Context: an optimization exercise on an open-source flow, tuned for small area, a short achievable clock period and few clock cycles. The choices shown serve that exercise and are no tape-out recipe.

==> flow/design.v <==
package ppts_pkg;
  localparam int unsigned NEED_W     = 7;
  localparam int unsigned DUR_W      = 5;
  localparam int unsigned PRIO_W     = 2;
  localparam int unsigned CNT_W      = 32;
  localparam logic [DUR_W-1:0]  MaxDuration = 5'd20;
  localparam logic [PRIO_W-1:0] PrioBlock   = 2'd3;
  typedef enum logic [1:0] {
    STATUS_QUEUED  = 2'd0,
    STATUS_REFUSED = 2'd1,
    STATUS_INVALID = 2'd2,
    STATUS_TICK    = 2'd3
  } status_e;
  typedef enum logic {
    OP_TICK   = 1'b0,
    OP_SUBMIT = 1'b1
  } op_e;
  typedef struct packed {
    logic              operation;
    logic [NEED_W-1:0] task_processors;
    logic [DUR_W-1:0]  task_duration;
  } req_t;
  typedef struct packed {
    logic [1:0]        status;
    logic [6:0]        free_processors;
    logic [4:0]        queue_length;
    logic [6:0]        running_count;
    logic [4:0]        started_now;
    logic [6:0]        finished_now;
    logic [CNT_W-1:0]  tick_total;
    logic [CNT_W-1:0]  idle_total;
    logic [CNT_W-1:0]  completed_total;
    logic [CNT_W-1:0]  refusal_total;
  } res_t;
  typedef struct packed {
    logic [NEED_W-1:0] need;
    logic [DUR_W-1:0]  dur;
    logic [PRIO_W-1:0] prio;
  } wait_t;
  typedef struct packed {
    logic [NEED_W-1:0] need;
    logic [CNT_W-1:0]  due;
  } run_t;
endpackage
import ppts_pkg::*;
module processor_pool_task_scheduler #(
  parameter int unsigned QUEUE_DEPTH    = 16,
  parameter int unsigned RUN_SLOTS      = 64,
  parameter int unsigned MAX_PROCESSORS = 64
) (
  input  logic              clk_i,
  input  logic              rst_ni,
  input  logic              start,
  output logic              busy,
  input  logic [12:0]       req_i,
  output logic              result_valid_o,
  output logic [160:0]      result_o,
  input  logic              cfg_valid_i,
  output logic              cfg_ready_o,
  input  logic [6:0]        cfg_data_i
);
  localparam int unsigned QD = 16;
  localparam int unsigned NB = 20;
  logic [6:0]  pool_q, free_q, held_q, run_q;
  logic [4:0]  cnt_q;
  logic [31:0] tick_q, idle_q, done_q, ref_q;
  logic [1:0]  status_q;
  logic [4:0]  started_q;
  logic [6:0]  fin_q;
  logic        vld_q;
  logic        scan_q;
  logic [3:0]  ptr_q;
  logic [6:0]  thr_q;
  logic        thr_ok_q;
  logic        pv_q, p0_q, p1_q;
  logic [4:0]  pi_q;
  logic [6:0]  pn_q;
  logic [6:0]  qn_q [QD];
  logic [4:0]  qd_q [QD];
  logic [1:0]  qp_q [QD];
  logic [6:0]  bs_q [NB];
  logic [6:0]  bc_q [NB];
  logic [NB-1:0] bv_q;      
  logic [6:0]  b0_s, b0_c, b1_s;
  assign b0_s = bv_q[0] ? bs_q[0] : 7'd0;
  assign b0_c = bv_q[0] ? bc_q[0] : 7'd0;
  assign b1_s = bv_q[1] ? bs_q[1] : 7'd0;
  logic       is_sub, sub_bad, sub_full, sub_ok, tick_go, first, cfg_go;
  logic [6:0] r_need;
  logic [4:0] r_dur, r_dm1;
  assign r_need   = req_i[11:5];
  assign r_dur    = req_i[4:0];
  assign r_dm1    = (r_dur == 5'd0) ? 5'd0 : r_dur - 5'd1;
  assign is_sub   = start && !scan_q && req_i[12];
  assign sub_bad  = (r_need > pool_q) || (r_dur > 5'd20);
  assign sub_full = cnt_q[4];
  assign sub_ok   = is_sub && !sub_bad && !sub_full;
  assign first    = !scan_q;
  assign tick_go  = scan_q || (start && !req_i[12]);
  assign cfg_go   = cfg_valid_i && !scan_q && !pv_q;
  logic       p0, p1;
  logic [6:0] rs, rc;
  logic [7:0] thr_sum, idl_sum;
  assign p0   = p0_q;
  assign p1   = p1_q;
  assign rs   = b0_s + (p0 ? pn_q : 7'd0);
  assign rc   = b0_c + (p0 ? 7'd1 : 7'd0);
  logic [6:0] run_b, rel_free;
  logic [7:0] rel_sum;
  logic       full, fallback;
  assign run_b    = first ? run_q - rc : run_q;
  assign full     = run_q[6] && (scan_q || ((b0_c == 7'd0) && !p0_q));
  assign rel_sum  = idl_sum;
  assign rel_free = (rel_sum > {1'b0, pool_q}) ? pool_q : rel_sum[6:0];
  assign fallback = first && !thr_ok_q;
  logic [6:0] run_b1;
  logic [4:0] cnt_m1, st_b, st_b1;
  assign run_b1 = run_b + 7'd1;
  assign cnt_m1 = cnt_q - 5'd1;
  assign st_b   = first ? 5'd0 : started_q;
  assign st_b1  = st_b + 5'd1;
  logic [6:0] thr;
  logic [3:0] ptr;
  assign thr = thr_q;
  assign ptr = first ? 4'd0 : ptr_q;
  logic [QD-1:0] cand, fit, hit, seen, fh;
  logic [7:0]    diff [QD];
  always_comb begin
    for (int i = 0; i < QD; i++) begin
      diff[i] = {1'b0, thr} - {1'b0, qn_q[i]};
      cand[i] = (4'(i) >= ptr) && (5'(i) < cnt_q);
      fit[i]  = !diff[i][7] && !full;
      hit[i]  = cand[i] && (fit[i] || (qp_q[i] == 2'd3));
    end
    seen[0] = hit[0];
    for (int i = 1; i < QD; i++) seen[i] = seen[i-1] | hit[i];
    fh[0] = hit[0];
    for (int i = 1; i < QD; i++) fh[i] = hit[i] && !seen[i-1];
  end
  logic       st_now, last, go, start_go;
  logic [6:0] s_need, s_free;
  logic       s_d0, s_d1;
  logic [4:0] s_dm1;
  logic [3:0] h_idx;
  always_comb begin
    st_now = 1'b0;
    last   = 1'b0;
    s_need = '0;
    s_free = '0;
    s_dm1  = '0;
    s_d0   = 1'b0;
    s_d1   = 1'b0;
    h_idx  = '0;
    for (int i = 0; i < QD; i++) begin
      st_now = st_now | (fh[i] & fit[i]);
      last   = last | (fh[i] & (5'(i) + 5'd1 == cnt_q));
      s_need = s_need | ({7{fh[i]}} & qn_q[i]);
      s_free = s_free | ({7{fh[i]}} & diff[i][6:0]);
      s_dm1  = s_dm1  | ({5{fh[i]}} & qd_q[i]);
      s_d0   = s_d0 | (fh[i] & (qd_q[i] == 5'd0));
      s_d1   = s_d1 | (fh[i] & (qd_q[i] == 5'd1));
      h_idx  = h_idx  | ({4{fh[i]}} & 4'(i));
    end
  end
  assign go       = tick_go && !fallback;
  assign start_go = go && st_now;
  logic [6:0] cfg_tot, cfg_free;
  always_comb begin
    cfg_tot = cfg_data_i;
    if (cfg_data_i == 7'd0) cfg_tot = 7'd1;
    else if (cfg_data_i > 7'd64) cfg_tot = 7'd64;
    cfg_free = (cfg_tot > held_q) ? cfg_tot - held_q : 7'd0;
  end
  logic [6:0] tb_s;
  logic       tb_p;
  assign tb_s    = first ? b1_s : b0_s;
  assign tb_p    = first ? p1 : p0;
  assign thr_sum = {1'b0, thr} + {1'b0, tb_s} + (tb_p ? {1'b0, pn_q} : 8'd0);
  assign idl_sum = {1'b0, free_q} + {1'b0, b0_s} + (p0 ? {1'b0, pn_q} : 8'd0);
  assign busy           = scan_q;
  assign cfg_ready_o    = !scan_q && !pv_q;
  assign result_valid_o = vld_q;
  assign result_o = {status_q, free_q, cnt_q, run_q, started_q, fin_q,
                     tick_q, idle_q, done_q, ref_q};
  always_ff @(posedge clk_i or negedge rst_ni) begin
    if (!rst_ni) begin
      pool_q    <= 7'd16;
      free_q    <= 7'd16;
      held_q    <= '0;
      run_q     <= '0;
      cnt_q     <= '0;
      tick_q    <= '0;
      idle_q    <= '0;
      done_q    <= '0;
      ref_q     <= '0;
      status_q  <= '0;
      started_q <= '0;
      fin_q     <= '0;
      vld_q     <= 1'b0;
      scan_q    <= 1'b0;
      ptr_q     <= '0;
      thr_q     <= 7'd16;
      thr_ok_q  <= 1'b1;
      pv_q      <= 1'b0;
      p0_q      <= 1'b0;
      p1_q      <= 1'b0;
      pi_q      <= '0;
      pn_q      <= '0;
    end else begin
      vld_q <= 1'b0;
      pv_q   <= start_go;
      p0_q   <= start_go && s_d0;
      p1_q   <= start_go && s_d1;
      pi_q   <= s_dm1;
      pn_q   <= s_need;
      held_q <= held_q - ((tick_go && first) ? rs : 7'd0) + (pv_q ? pn_q : 7'd0);
      if (!tick_go) begin
        thr_q    <= rel_free;
        thr_ok_q <= !cfg_go;
      end
      if (cfg_go) begin
        pool_q <= cfg_tot;
        free_q <= cfg_free;
      end
      if (is_sub) begin
        vld_q     <= 1'b1;
        started_q <= '0;
        fin_q     <= '0;
        if (sub_bad) begin
          status_q <= 2'd2;
        end else if (sub_full) begin
          status_q <= 2'd1;
          ref_q    <= ref_q + 32'd1;
        end else begin
          status_q <= 2'd0;
          cnt_q    <= cnt_q + 5'd1;
        end
      end
      if (tick_go) begin
        run_q <= start_go ? run_b1 : run_b;
        if (first) begin
          status_q <= 2'd3;
          fin_q    <= rc;
          tick_q   <= tick_q + 32'd1;
          done_q   <= done_q + 32'(rc);
        end
        if (fallback) begin
          free_q    <= rel_free;
          thr_q     <= rel_free;
          ptr_q     <= '0;
          scan_q    <= 1'b1;
          thr_ok_q  <= 1'b0;
          started_q <= '0;
        end else begin
          free_q    <= st_now ? s_free : thr;
          cnt_q     <= st_now ? cnt_m1 : cnt_q;
          ptr_q     <= h_idx;
          scan_q    <= st_now && !last;
          vld_q     <= !st_now || last;
          thr_q     <= st_now ? s_free : ((thr_sum > {1'b0, pool_q}) ? pool_q : thr_sum[6:0]);
          thr_ok_q  <= !st_now;
          started_q <= st_now ? st_b1 : st_b;
          if (!st_now && (run_b == 7'd0)) begin
            idle_q <= idle_q + 32'd1;
          end
        end
      end
    end
  end
  logic       shift;
  logic [4:0] wi;
  logic       wv;
  logic [6:0] w_s, w_c;
  assign shift = tick_go && first;
  assign wi    = shift ? pi_q - 5'd1 : pi_q;
  assign wv    = pv_q && !(shift && (pi_q == 5'd0));
  always_comb begin
    w_s = '0;
    w_c = '0;
    for (int k = 0; k < NB; k++) begin
      if (bv_q[k] && (pi_q == 5'(k))) begin
        w_s = bs_q[k];
        w_c = bc_q[k];
      end
    end
    w_s = w_s + pn_q;
    w_c = w_c + 7'd1;
  end
  always_ff @(posedge clk_i or negedge rst_ni) begin
    if (!rst_ni) begin
      bv_q <= '0;
    end else begin
      for (int k = 0; k < NB; k++) begin
        if (wv && (wi == 5'(k))) begin
          bv_q[k] <= 1'b1;
        end else if (shift) begin
          bv_q[k] <= (k == NB - 1) ? 1'b0 : bv_q[(k == NB - 1) ? k : k + 1];
        end
      end
    end
  end
  always_ff @(posedge clk_i) begin
    for (int k = 0; k < NB; k++) begin
      if (wv && (wi == 5'(k))) begin
        bs_q[k] <= w_s;
        bc_q[k] <= w_c;
      end else if (shift && (k < NB - 1)) begin
        bs_q[k] <= bs_q[(k == NB - 1) ? k : k + 1];
        bc_q[k] <= bc_q[(k == NB - 1) ? k : k + 1];
      end
    end
  end
  always_ff @(posedge clk_i) begin
    for (int i = 0; i < QD; i++) begin
      if (go) begin
        if (st_now && seen[i]) begin
          if (i < QD - 1) begin
            qn_q[i] <= qn_q[(i < QD - 1) ? i + 1 : i];
            qd_q[i] <= qd_q[(i < QD - 1) ? i + 1 : i];
            qp_q[i] <= qp_q[(i < QD - 1) ? i + 1 : i];
          end
        end else if (cand[i] && !seen[i]) begin
          qp_q[i] <= qp_q[i] + 2'd1;
        end
      end else if (sub_ok && (cnt_q[3:0] == 4'(i))) begin
        qn_q[i] <= r_need;
        qd_q[i] <= r_dm1;
        qp_q[i] <= 2'd0;
      end
    end
  end
endmodule
clock: 8.0 ns
lec_check: 0
cap_margin: 20
core_margin: 2
core_utilization: 40
cts_buf_list: sky130_fd_sc_hd__clkbuf_8
setup_slack_margin: 4.0
slew_margin: 20
run.sh (not shown) runs the stock make flow with config.mk's settings and CLKGATE_MAP_FILE= SYNTH_SCRIPT=/design/flow/synth_recipe.tcl, a recipe that flattens the netlist after the stock synthesis.
Then changed:
--- a/flow/design.v
+++ b/flow/design.v
@@ -71,11 +71,11 @@
   logic        scan_q;
   logic [3:0]  ptr_q;
   logic [6:0]  thr_q;
   logic        thr_ok_q;
   logic        pv_q, p0_q, p1_q;
-  logic [4:0]  pi_q;
+  logic [NB-1:0] po_q;      
   logic [6:0]  pn_q;
   logic [6:0]  qn_q [QD];
   logic [4:0]  qd_q [QD];
   logic [1:0]  qp_q [QD];
   logic [6:0]  bs_q [NB];
@@ -202,18 +202,18 @@
       thr_q     <= 7'd16;
       thr_ok_q  <= 1'b1;
       pv_q      <= 1'b0;
       p0_q      <= 1'b0;
       p1_q      <= 1'b0;
-      pi_q      <= '0;
+      po_q      <= '0;
       pn_q      <= '0;
     end else begin
       vld_q <= 1'b0;
       pv_q   <= start_go;
       p0_q   <= start_go && s_d0;
       p1_q   <= start_go && s_d1;
-      pi_q   <= s_dm1;
+      for (int k = 0; k < NB; k++) po_q[k] <= start_go && (s_dm1 == 5'(k));
       pn_q   <= s_need;
       held_q <= held_q - ((tick_go && first) ? rs : 7'd0) + (pv_q ? pn_q : 7'd0);
       if (!tick_go) begin
         thr_q    <= rel_free;
         thr_ok_q <= !cfg_go;
@@ -266,44 +266,44 @@
         end
       end
     end
   end
   logic       shift;
-  logic [4:0] wi;
-  logic       wv;
   logic [6:0] w_s, w_c;
   assign shift = tick_go && first;
-  assign wi    = shift ? pi_q - 5'd1 : pi_q;
-  assign wv    = pv_q && !(shift && (pi_q == 5'd0));
+  logic [NB-1:0] we;
+  always_comb begin
+    for (int k = 0; k < NB; k++) begin
+      we[k] = shift ? ((k < NB - 1) ? po_q[(k < NB - 1) ? k + 1 : k] : 1'b0) : po_q[k];
+    end
+  end
   always_comb begin
     w_s = '0;
     w_c = '0;
     for (int k = 0; k < NB; k++) begin
-      if (bv_q[k] && (pi_q == 5'(k))) begin
-        w_s = bs_q[k];
-        w_c = bc_q[k];
-      end
+      w_s = w_s | ({7{po_q[k] & bv_q[k]}} & bs_q[k]);
+      w_c = w_c | ({7{po_q[k] & bv_q[k]}} & bc_q[k]);
     end
     w_s = w_s + pn_q;
     w_c = w_c + 7'd1;
   end
   always_ff @(posedge clk_i or negedge rst_ni) begin
     if (!rst_ni) begin
       bv_q <= '0;
     end else begin
       for (int k = 0; k < NB; k++) begin
-        if (wv && (wi == 5'(k))) begin
+        if (we[k]) begin
           bv_q[k] <= 1'b1;
         end else if (shift) begin
           bv_q[k] <= (k == NB - 1) ? 1'b0 : bv_q[(k == NB - 1) ? k : k + 1];
         end
       end
     end
   end
   always_ff @(posedge clk_i) begin
     for (int k = 0; k < NB; k++) begin
-      if (wv && (wi == 5'(k))) begin
+      if (we[k]) begin
         bs_q[k] <= w_s;
         bc_q[k] <= w_c;
       end else if (shift && (k < NB - 1)) begin
         bs_q[k] <= bs_q[(k == NB - 1) ? k : k + 1];
         bc_q[k] <= bc_q[(k == NB - 1) ? k : k + 1];
=> The new run finished clean. Routed wire length goes up by 10%. Maximum frequency grows by 17%. First-iteration DRC count grows by 24%. Setup slack is better by 0.79 ns.
No run of this note included a check of the RTL's function; only the layout flow was run.

## what the ideal ports hide
The flow's constraints put no driver on any port. The routed layouts listed below were extracted and timed again, unchanged, in two steps. Step 1 (the two cells are an assumption about what drives the block):
set clk [get_ports {clk_i}]
set_driving_cell -lib_cell sky130_fd_sc_hd__clkbuf_16 $clk
set_driving_cell -lib_cell sky130_fd_sc_hd__buf_2 [delete_from_list [all_inputs] $clk]
Step 2 moves the port delays by t, midway between the first and last clock arrival at a register: inputs arrive t later, outputs are due t later. That takes back most of the time a late clock gives input paths. Three values: ideal ports, drivers, drivers and shift; two values: the first two.
run | shift t [ns] | setup slack, ns | worst setup path at the end
the first run | 0.908 | 2.572 / 2.572 / 2.572 | register to register
the second run | 0.928 | 3.357 / 3.357 / 2.863 | input to register
After both steps setup and hold are still met in every run listed. For the second run, which loses most, drivers alone change the setup slack by 0.000 ns; drivers and shift together by -0.494 ns.
